What follows belongs to an exercise in optimizing a design on an open flow for a short achievable clock period and few clock cycles; a production flow would make more cautious choices. Where RTL was checked, it was by simulation tests only, not by an equivalence proof against the original. Power is estimated from default activity; no workload was simulated.

## run 1
==> flow/design.v (excerpt) <==
module csr_top (
    input  logic        clk,
    input  logic        rst,
    input  logic        req_valid,
    input  logic [2:0]  req_op,
    input  logic [11:0] req_addr,
    input  logic [31:0] req_rs1_data,
    input  logic [4:0]  req_zimm,
    input  logic        req_rs1_zero,
    input  logic        trap_valid,
    input  logic        mret_valid,
    input  logic [31:0] trap_cause,
    input  logic [31:0] trap_pc,
    input  logic [31:0] trap_tval,
    output logic [31:0] rd_data,
    output logic        illegal,
    output logic        busy,
    output logic        redir_valid,
    output logic [31:0] redir_pc,
    output logic [31:0] mstatus,
    output logic [31:0] mtvec,
    output logic [31:0] mip,
    output logic [31:0] mie,
    output logic [31:0] mscratch,
    output logic [31:0] mcause,
    output logic [31:0] mtval,
    output logic [31:0] mepc,
    output logic [31:0] mcycle,
    output logic [31:0] mhartid,
    output logic [31:0] satp
);
    core_pkg::csr_req  req;
    core_pkg::trap_req trap;
    core_pkg::redirect redir;
    csr_pkg::csr_pack  csrs;
    assign req.valid    = req_valid;
    assign req.op       = core_pkg::csr_op_e'(req_op);
    assign req.addr     = req_addr;
    assign req.rs1_data = req_rs1_data;
    assign req.zimm     = req_zimm;
    assign req.rs1_zero = req_rs1_zero;
    assign trap.trap_valid = trap_valid;
    assign trap.mret_valid = mret_valid;
    assign trap.cause      = trap_cause;
    assign trap.pc         = trap_pc;
    assign trap.tval       = trap_tval;
    csr_unit u_unit (
        .clk     (clk),
        .rst     (rst),
        .req     (req),
        .trap    (trap),
        .rd_data (rd_data),
        .illegal (illegal),
        .busy    (busy),
        .redir   (redir),
        .csrs    (csrs)
    );
    assign redir_valid = redir.valid;
    assign redir_pc    = redir.pc;
    assign mstatus  = csrs.mstatus;
    assign mtvec    = csrs.mtvec;
    assign mip      = csrs.mip;
    assign mie      = csrs.mie;
    assign mscratch = csrs.mscratch;
    assign mcause   = csrs.mcause;
    assign mtval    = csrs.mtval;
    assign mepc     = csrs.mepc;
    assign mcycle   = csrs.mcycle;
    assign mhartid  = csrs.mhartid;
    assign satp     = csrs.satp;
endmodule
make LEC_CHECK=0 ABC_AREA=1 CAP_MARGIN=20 CORE_MARGIN=2 CORE_UTILIZATION=35 SETUP_SLACK_MARGIN=2.2 SLEW_MARGIN=20 SYNTH_HIERARCHICAL=1 SYNTH_MINIMUM_KEEP_SIZE=0 finish   # period 5.0 ns
run.sh (not shown) runs the stock make flow with config.mk's settings and CLKGATE_MAP_FILE= SYNTH_SCRIPT=/design/flow/synth_recipe.tcl, a recipe that flattens the netlist after the stock synthesis.
Run 1 closes out successfully: all stages finished, all timing, DRC and antenna checks passed.
Testbench counts of run 1, summed over its fixed seeds: cycles 3,200.
[inputs] run 2 vs run 1
-- flow/config.mk --
<<< run 1, line 11
export CORE_UTILIZATION = 35
export SETUP_SLACK_MARGIN = 2.2
export SLEW_MARGIN = 20
>>> run 2, line 11
export CORE_UTILIZATION = 35
export PLACE_DENSITY = 0.75
export SETUP_SLACK_MARGIN = 3.0
export SLEW_MARGIN = 20
[summary]
Run 2 ended with every stage complete and zero timing, DRC or antenna violations. Signal arrival time at the worst endpoint, run 1 and run 2: lower on run 1. From run 1 to run 2 the numbers moved as follows: number of vias per cell after detailed routing shows an increase of 13%; clock group share of total power lost 3.8 points. Against run 1, run 2 comes in 3.0 points higher on fraction of power spent switching nets. Relative to run 1, the final cell area reported for run 2 is higher. As far as number of placement rows goes, run 2 and run 1 are indistinguishable; the numbers are identical. Cell group occupying the most layout area: multi-input gates -> run 1, buffers -> run 2.
Edits applied to the flow inputs when going from run 2 to run 3:
-- flow/config.mk --
<<< run 2, line 10
export CORE_MARGIN = 2
export CORE_UTILIZATION = 35
export PLACE_DENSITY = 0.75
export SETUP_SLACK_MARGIN = 3.0
>>> run 3, line 10
export CORE_MARGIN = 2
export CORE_UTILIZATION = 45
export SETUP_SLACK_MARGIN = 3.0
Findings:
Run 3 terminated abnormally: global routing (5_1_grt) reported GRT-0232. Run 3: final RePlAce weighted congestion about 5% above run 2. Relative to run 2, number of cell rows decreased by 10 in run 3. Diff run 2 -> run 3: number of buffers on the longest clock path closely matched the old numbers, die span in y went down 12%, count of placed standard cells including taps lower. Number of setup buffers added after CTS (lower): run 2. Summary of run 3 over run 2: post-synthesis share of cell area spent on full adders, half adders and majority gates barely changed; effective utilization at floorplan went up 10 points. Worst slack at placement ended up 0.036 ns higher on run 3 than on run 2. Summary: with run 2 as the reference, post-CTS resize count in run 3 moved down slightly. Run 3 vs run 2: number of buffers added by the clock tree synthesis step down by a few percent.
The inputs of run 4 differ from those of run 3 as listed below.
-- flow/config.mk --
<<< run 3, line 10
export CORE_MARGIN = 2
export CORE_UTILIZATION = 45
export SETUP_SLACK_MARGIN = 3.0
>>> run 4, line 10
export CORE_MARGIN = 2
export CORE_UTILIZATION = 35
export SETUP_SLACK_MARGIN = 3.0
- Measured against run 3, the chip height of run 4 comes out at 1.13 times the reference value.
- Placed instance area ended up 0.90% higher on run 4 than on run 3.
- Run 4 closes out successfully: all stages finished, all timing, DRC and antenna checks passed.
- In the reports for run 3 and run 4, the smaller HPWL after detailed placement belongs to run 3.
- Taking run 3 as the reference, in run 4 flip-flop and latch count after synthesis roughly the same, TritonCTS buffer count higher, floorplan die width higher, number of cells after detailed placement higher, count of flip-flops with a built-in enable after synthesis roughly the same.

========
06-12:
csr_top, a different RTL version from the one above (not shown whole).
Size: about 2600 cells after synthesis, ~290 flip-flops.
export LEC_CHECK = 0
export ABC_AREA = 1
export CAP_MARGIN = 20
export CORE_MARGIN = 2
export CORE_UTILIZATION = 35
export SETUP_SLACK_MARGIN = 3.0
export SLEW_MARGIN = 20
export SYNTH_HIERARCHICAL = 1
export SYNTH_MINIMUM_KEEP_SIZE = 0
create_clock -name core_clock -period 5.0 [get_ports {clk}]
standard.sh (not shown) runs the stock make flow with config.mk's settings and CLKGATE_MAP_FILE= SYNTH_SCRIPT=/design/flow/synth_recipe.tcl, a recipe that flattens the netlist after the stock synthesis.
==> flow/flow/run.sh <==
#!/bin/bash
# Standard ORFS layout, with the read-path pins (req_addr, req_valid, rd_data,
# illegal) placed together on the bottom edge so the address decode and read
# mux sit next to them. Every tool's output goes to a log in this folder and
# ORFS keeps its per-step logs under orfs/logs.
set -euo pipefail
here=$(pwd)
bash standard.sh finish PRE_IO_PLACEMENT_TCL="$here/flow/io.tcl" > "$here/standard_make.log" 2>&1
==> flow/flow/io.tcl <==
# The read path runs from the address pins to the rd_data pins. Put all of it
# on the bottom edge: the address, valid and illegal pins in the middle, the
# rd_data pins spread along the whole edge on either side.
set block [ord::get_db_block]
set die [$block getDieArea]
set dbu [[ord::get_db_tech] getDbUnitsPerMicron]
set w [expr {double([$die xMax]) / $dbu}]
set mid {req_valid illegal}
for {set i 0} {$i < 12} {incr i} { lappend mid "req_addr\[$i\]" }
set lo {}
set hi {}
for {set i 0} {$i < 16} {incr i} { lappend lo "rd_data\[$i\]" }
for {set i 16} {$i < 32} {incr i} { lappend hi "rd_data\[$i\]" }
set_io_pin_constraint -pin_names $mid -region bottom:[expr {int(0.44 * $w)}]-[expr {int(0.56 * $w)}]
set_io_pin_constraint -pin_names $lo -region bottom:[expr {int(0.05 * $w)}]-[expr {int(0.43 * $w)}]
set_io_pin_constraint -pin_names $hi -region bottom:[expr {int(0.57 * $w)}]-[expr {int(0.95 * $w)}]
Testbench counts of 06-12, summed over its fixed seeds: cycles 3,200.
> inputs changed (06-12 -> 07-10)
- CORE_UTILIZATION changed from 35 to 30
==> flow/run.sh (new file) <==
#!/bin/bash
# synth_recipe.tcl (not shown) runs the flow's synth.tcl, then flattens the netlist and writes it again
# the make line also repeats each setting of config.mk as NAME=value (left out here)
make -C /OpenROAD-flow-scripts/flow DESIGN_CONFIG=/design/flow/config.mk WORK_HOME=/design/flow/orfs CLKGATE_MAP_FILE= SYNTH_SCRIPT=/design/flow/synth_recipe.tcl finish
removed: flow/flow/run.sh
removed: flow/flow/io.tcl
removed: flow/standard.sh
[summary]
Re routed length per placed instance: 06-12 was higher than 07-10.
Number of maximum-capacitance violations: 07-10 vs 06-12 identical
Total combinational power for 07-10 is lower than for 06-12.
07-10 reports a lower logic depth of the worst register-to-register path than 06-12 does.
Number of flops mapped to enable cells by yosys: 07-10 vs 06-12, no meaningful difference

========
== before ==
Starting RTL as in the previous note.
export LEC_CHECK = 0
export ABC_AREA = 1
export CAP_MARGIN = 20
export CORE_MARGIN = 2
export CORE_UTILIZATION = 35
export SETUP_SLACK_MARGIN = 2.5
export SLEW_MARGIN = 20
export SYNTH_HIERARCHICAL = 1
export SYNTH_MINIMUM_KEEP_SIZE = 0
create_clock -name core_clock -period 5.0 [get_ports {clk}]
run.sh (not shown) runs the stock make flow with config.mk's settings and CLKGATE_MAP_FILE= SYNTH_SCRIPT=/design/flow/synth_recipe.tcl, a recipe that flattens the netlist after the stock synthesis.
Stock flow here: none of the scripts above is used.
Testbench counts of before, summed over its fixed seeds: cycles 3,200.
### before -> after
Settings: swapping 2.5 for 3.0 in SETUP_SLACK_MARGIN.
--- outcome ---
Compared to before, after has overall fraction of global-route tracks in use 5.4 points higher.
From before to after the numbers moved as follows: power went up by 0.69 mW; final worst-path cycle share went down by 0.49 points.
CTS buffer count in after vs before: up 1
Area added between synthesis and finish (higher): after
Comparing after against before, there is no change at all in area after synthesis.

========
## oak
Another version of the RTL of csr_top (not shown whole).
Size: ~2800 cells after synthesis, roughly 290 flip-flops, ~570 I/O pins, about 18000 µm² of cells after synthesis.
Settings: LEC_CHECK=0, ABC_AREA=1, CAP_MARGIN=20, CORE_MARGIN=2, CORE_UTILIZATION=35, SETUP_SLACK_MARGIN=3.0, SLEW_MARGIN=20; clock period 5.0 ns.
standard.sh (not shown) runs the stock make flow with config.mk's settings and CLKGATE_MAP_FILE= SYNTH_SCRIPT=/design/flow/synth_recipe.tcl, a recipe that flattens the netlist after the stock synthesis.
==> flow/flow/run.sh <==
#!/bin/bash
# Standard ORFS layout, with the read-path pins (req_addr, req_valid, rd_data,
# illegal) placed together on the bottom edge so the address decode and read
# mux sit next to them. Every tool's output goes to a log in this folder and
# ORFS keeps its per-step logs under orfs/logs.
set -euo pipefail
here=$(pwd)
bash standard.sh finish PRE_IO_PLACEMENT_TCL="$here/flow/io.tcl" > "$here/standard_make.log" 2>&1
==> flow/flow/io.tcl <==
# Keep the combinational read path (address in, data out) short: its pins go
# in one group in the middle of the bottom edge.
set block [ord::get_db_block]
set die [$block getDieArea]
set dbu [[ord::get_db_tech] getDbUnitsPerMicron]
set w [expr {double([$die xMax]) / $dbu}]
set names {req_valid illegal}
for {set i 0} {$i < 12} {incr i} { lappend names "req_addr\[$i\]" }
for {set i 0} {$i < 32} {incr i} { lappend names "rd_data\[$i\]" }
set x0 [expr {int(0.25 * $w)}]
set x1 [expr {int(0.75 * $w)}]
set_io_pin_constraint -pin_names $names -region bottom:$x0-$x1
Input-level comparison between pine and oak:
==> flow/run.sh (new file) <==
#!/bin/bash
# synth_recipe.tcl (not shown) runs the flow's synth.tcl, then flattens the netlist and writes it again
# the make line also repeats each setting of config.mk as NAME=value (left out here)
make -C /OpenROAD-flow-scripts/flow DESIGN_CONFIG=/design/flow/config.mk WORK_HOME=/design/flow/orfs CLKGATE_MAP_FILE= SYNTH_SCRIPT=/design/flow/synth_recipe.tcl finish
removed: flow/flow/run.sh
removed: flow/flow/io.tcl
removed: flow/standard.sh
Findings:
pine: done, clean on timing, DRC and antenna. oak: full flow OK, the timing, design-rule and antenna checks passed. As of pine, first-iteration DRC count had risen by a few percent compared to oak. Antenna diode count: pine > oak. Sort pine and oak by met3 track demand over resource in global routing, ascending, and pine comes first.
Function was not checked in any run of this note: the RTL went through the layout flow alone.

[port drivers added, routing unchanged]
How much do the figures lean on ideal ports? The routed layouts below were timed once more, with nothing changed but the port constraints.
Step 1, drivers: a clkbuf_16 drives clk and a buf_2 each remaining input, both assumed.
Step 2, shift: input delay + t, output delay - t, t = (earliest + latest rising clock arrival at the registers) / 2. This alone moves slack from input paths to output paths.
a / b / c = ideal / step 1 / step 2; a / b = the first two.
run | shift t [ns] | setup WS [ns] | hold WS [ns] | clock arrival spread, ns
run 1 | 0.600 | 1.908 / 1.618 / 1.561 | 0.557 / 0.557 / 0.557 | 0.018 / 0.018
run 2 | 0.641 | 1.791 / 1.427 / 1.427 | 0.570 / 0.570 / 0.570 | 0.033 / 0.033
run 4 | 0.627 | 1.936 / 1.580 / 1.433 | 0.554 / 0.554 / 0.554 | 0.021 / 0.021
06-12 | 0.636 | 1.886 / 1.526 / 1.103 | 0.566 / 0.566 / 0.566 | 0.021 / 0.022
07-10 | 0.621 | 1.936 / 1.706 / 1.349 | 0.573 / 0.546 / 0.573 | 0.026 / 0.026
before | 0.624 | 1.916 / 1.666 / 1.367 | 0.551 / 0.551 / 0.551 | 0.025 / 0.026
after | 0.618 | 1.941 / 1.739 / 1.304 | 0.563 / 0.563 / 0.563 | 0.021 / 0.020
oak | 0.633 | 1.611 / 1.550 / 1.451 | 0.551 / 0.551 / 0.551 | 0.023 / 0.023
pine | 0.613 | 1.583 / 1.484 / 1.033 | 0.556 / 0.556 / 0.556 | 0.012 / 0.011
After both steps setup and hold are still met in every run listed. The setup slack of 06-12, which loses most, moves by -0.360 ns with the drivers and by -0.783 ns with both steps.
